Context: an optimization exercise on an open-source flow, tuned for small area. The choices shown serve that exercise and are no tape-out recipe.
Function was checked by simulation only, so behaviour that the tests miss may differ from the original.
Power figures rest on the tool's default switching activity, not on a simulated workload.

## run 1
Design pmu_top, start of the top module:
module pmu_top (
    input  logic                          clk_i,
    input  logic                          rstn_i,
    input  logic [7-1:0]    s_awaddr_i,
    input  logic                          s_awvalid_i,
    output logic                          s_awready_o,
    input  logic [32-1:0]     s_wdata_i,
    input  logic [32/8-1:0]   s_wstrb_i,
    input  logic                          s_wvalid_i,
    output logic                          s_wready_o,
    output logic [1:0]                    s_bresp_o,
    output logic                          s_bvalid_o,
    input  logic                          s_bready_i,
    input  logic [7-1:0]    s_araddr_i,
    input  logic                          s_arvalid_i,
    output logic                          s_arready_o,
    output logic [32-1:0]     s_rdata_o,
    output logic [1:0]                    s_rresp_o,
    output logic                          s_rvalid_o,
    input  logic                          s_rready_i,
    input  logic [8-1:0]    events_i,
    output logic                          intr_overflow_o,
    output logic [4-1:0]       intr_mccu_o
);
Size: ~2,700 cells after synthesis, about 110 I/O pins, about 30,000 sq um of cells after synthesis.
Settings: LEC_CHECK=0, CAP_MARGIN=10, CORE_MARGIN=2, CORE_UTILIZATION=50, CTS_BUF_LIST=sky130_fd_sc_hd__clkbuf_16, CTS_CLUSTER_DIAMETER=80, CTS_CLUSTER_SIZE=30, PLACE_DENSITY=0.75, SLEW_MARGIN=10, SYNTH_HIERARCHICAL=1, SYNTH_MINIMUM_KEEP_SIZE=0; clock period 6.0 ns.
standard.sh (not shown) runs the stock make flow with config.mk's settings and CLKGATE_MAP_FILE= SYNTH_SCRIPT=/design/flow/synth_recipe.tcl, a recipe that flattens the netlist after the stock synthesis.
==> flow/flow/run.sh <==
#!/bin/bash
# Standard ORFS layout (the standard.sh) with two extra settings:
#  - port buffers use the smallest buffer instead of the default choice
#  - clock tree without dummy balancing loads
# Each ORFS step writes its own log under orfs/logs; make's output goes to standard.log.
set -euo pipefail
bash standard.sh \
  "BUFFER_PORTS_ARGS=-buffer_cell sky130_fd_sc_hd__buf_1" \
  "CTS_ARGS=-sink_clustering_enable -repair_clock_nets -sink_clustering_size 30 -sink_clustering_max_diameter 80 -buf_list sky130_fd_sc_hd__clkbuf_16 -dont_use_dummy_load" \
  finish > standard.log 2>&1
No stage failed in run 1, and the final checks on the layout all came back clean.
[inputs] run 2 vs run 1
- swapping 50 for 70 in CORE_UTILIZATION
- clearing PLACE_DENSITY, which used to be 0.75
Notes after the runs:
- Taking run 1 as the reference, in run 2 count of H-tree levels built during CTS flat; via count of the first global-routing pass up 0.72%.
- Going from run 1 to run 2, the via density per instance was found to have gone up by about 9%.
- Total power of run 2 is lower than that of run 1.
- Compared with run 1, in run 2 die width decreased 38 um, worst setup slack shrank by 0.068 ns, number of well taps now sits lower.
- Run 2 | status: complete | timing, DRC, antenna: pass
- Run 1: all stages complete, timing, DRC and antenna checks passed
- The post-layout instance count excluding filler cells in run 2 sits 232 below the value recorded for run 1.
- Against run 1, top achievable clock speed in run 2 fell slightly.
- Cell depth of the worst setup path delta for run 2 relative to run 1: 1 lower
Modified inputs, run 3 compared to run 2
- a change of CORE_UTILIZATION from 70 to 50
-- flow/flow/run.sh --
<<< run 2, line 9
  "CTS_ARGS=-sink_clustering_enable -repair_clock_nets -sink_clustering_size 30 -sink_clustering_max_diameter 80 -buf_list sky130_fd_sc_hd__clkbuf_16 -dont_use_dummy_load" \
>>> run 3, line 9
  "CTS_ARGS=-sink_clustering_enable -repair_clock_nets -sink_clustering_size 30 -sink_clustering_max_diameter 80 -buf_list {sky130_fd_sc_hd__clkbuf_8 sky130_fd_sc_hd__clkbuf_16} -dont_use_dummy_load" \
### Flow results
- For the total track usage, run 3 came in 11 points lower than run 2 did.
- Diff run 2 -> run 3 | number of diodes added for antenna fixing | increase of 2
- Run 3 vs. run 2: routing usage on met1 went down by 13 points.
- Run 2 has lower total routed wire length on the met1 layer than run 3.
diff inputs: run 3 => run 4
==> flow/run.sh (new file) <==
#!/bin/bash
# synth_recipe.tcl (not shown) runs the flow's synth.tcl, then flattens the netlist and writes it again
# the make line also repeats each setting of config.mk as NAME=value (left out here)
make -C /OpenROAD-flow-scripts/flow DESIGN_CONFIG=/design/flow/config.mk WORK_HOME=/design/flow/orfs CLKGATE_MAP_FILE= SYNTH_SCRIPT=/design/flow/synth_recipe.tcl finish
removed: flow/flow/run.sh
removed: flow/standard.sh
### Flow results
Between run 3 and run 4, clock buffer count increased.
Changes observed in run 4 relative to run 3: fmax now sits lower; total chip power now sits higher.
As far as final net count is concerned, run 4 and run 3 perform about the same.
Cmp run 3 and run 4 / net switching component of the power / higher: run 4
The core of run 4 is more densely filled than that of run 3.
On run 4: part of the total power dissipated in the clock network is 4.4 points higher than what run 3 gave.
When run 4 is set beside run 3, its multi-input combinational area share turns out to be 1.5 points smaller.
Comparing run 3 with run 4, the met2 layer wire length in the routed design came out essentially unchanged.
The fraction of power spent switching nets reported for run 4 is greater than that of run 3 by 1.5 points.
Between run 3 and run 4, the logic gate share of total power figures differ only marginally.

* * *

pmu_top, a different RTL version from the one above (not shown whole).
Size: ~2,700 cells after synthesis, ~660 flip-flops, roughly 110 I/O pins, roughly 34,000 um2 of cells after synthesis.
clock: 6.0 ns
lec_check: 0
cap_margin: 0
core_margin: 2
core_utilization: 50
cts_buf_list: sky130_fd_sc_hd__clkbuf_16
cts_cluster_diameter: 80
cts_cluster_size: 30
slew_margin: 0
synth_hierarchical: 1
synth_minimum_keep_size: 0
==> flow/flow/run.sh <==
#!/bin/bash
# Standard ORFS layout (the standard.sh) with two extra settings:
#  - port buffers use the smallest buffer instead of the default choice
#  - clock tree without dummy balancing loads
# Each ORFS step writes its own log under orfs/logs; make's output goes to standard.log.
set -euo pipefail
bash standard.sh \
  "BUFFER_PORTS_ARGS=-buffer_cell sky130_fd_sc_hd__buf_1" \
  "CTS_ARGS=-sink_clustering_enable -repair_clock_nets -sink_clustering_size 30 -sink_clustering_max_diameter 80 -buf_list sky130_fd_sc_hd__clkbuf_16 -dont_use_dummy_load" \
  finish > standard.log 2>&1
Edit:
==> flow/run.sh (new file) <==
#!/bin/bash
# synth_recipe.tcl (not shown) runs the flow's synth.tcl, then flattens the netlist and writes it again
# the make line also repeats each setting of config.mk as NAME=value (left out here)
make -C /OpenROAD-flow-scripts/flow DESIGN_CONFIG=/design/flow/config.mk WORK_HOME=/design/flow/orfs CLKGATE_MAP_FILE= SYNTH_SCRIPT=/design/flow/synth_recipe.tcl finish
CAP_MARGIN = 10   (was 0)
SLEW_MARGIN = 10   (was 0)
removed: flow/flow/run.sh
removed: flow/standard.sh
Clock skew fell by 0.023 ns.
Routed wire length rose by 0.80%.
Sequential power stays flat.
Die area does not change.

[port drivers added, routing unchanged]
No port has a modelled driver above. Below, the same layouts with a new extraction and two added sets of constraints.
Step 1, drivers: a clkbuf_16 drives clk_i and a buf_2 each remaining input, both assumed.
Step 2 adds t to the input delays and takes it off the output delays; t is the mean of the earliest and latest rising clock arrival at the registers after step 1. Input paths then give back, and output paths get back, about the clock's delay inside the block.
a / b / c = ideal / step 1 / step 2; a / b = the first two.
run | t (ns) | slack for setup (ns) | hold slack, ns
run 1 | 0.679 | 0.274 / 0.274 / 0.274 | 0.395 / 0.354 / 0.474
run 2 | 0.672 | 0.206 / 0.206 / 0.206 | 0.408 / 0.367 / 0.484
run 3 | 0.649 | 0.381 / 0.381 / 0.294 | 0.429 / 0.388 / 0.482
run 4 | 0.669 | 0.348 / 0.348 / 0.045 | 0.483 / 0.483 / 0.483
the first run of note 2 | 0.661 | 0.326 / 0.326 / 0.326 | 0.502 / 0.502 / 0.502
the second run of note 2 | 0.669 | 0.198 / 0.198 / 0.198 | 0.515 / 0.515 / 0.515
After both steps setup and hold are still met in every run listed. For run 4, which loses most, drivers alone change the setup slack by 0.000 ns; drivers and shift together by -0.303 ns.
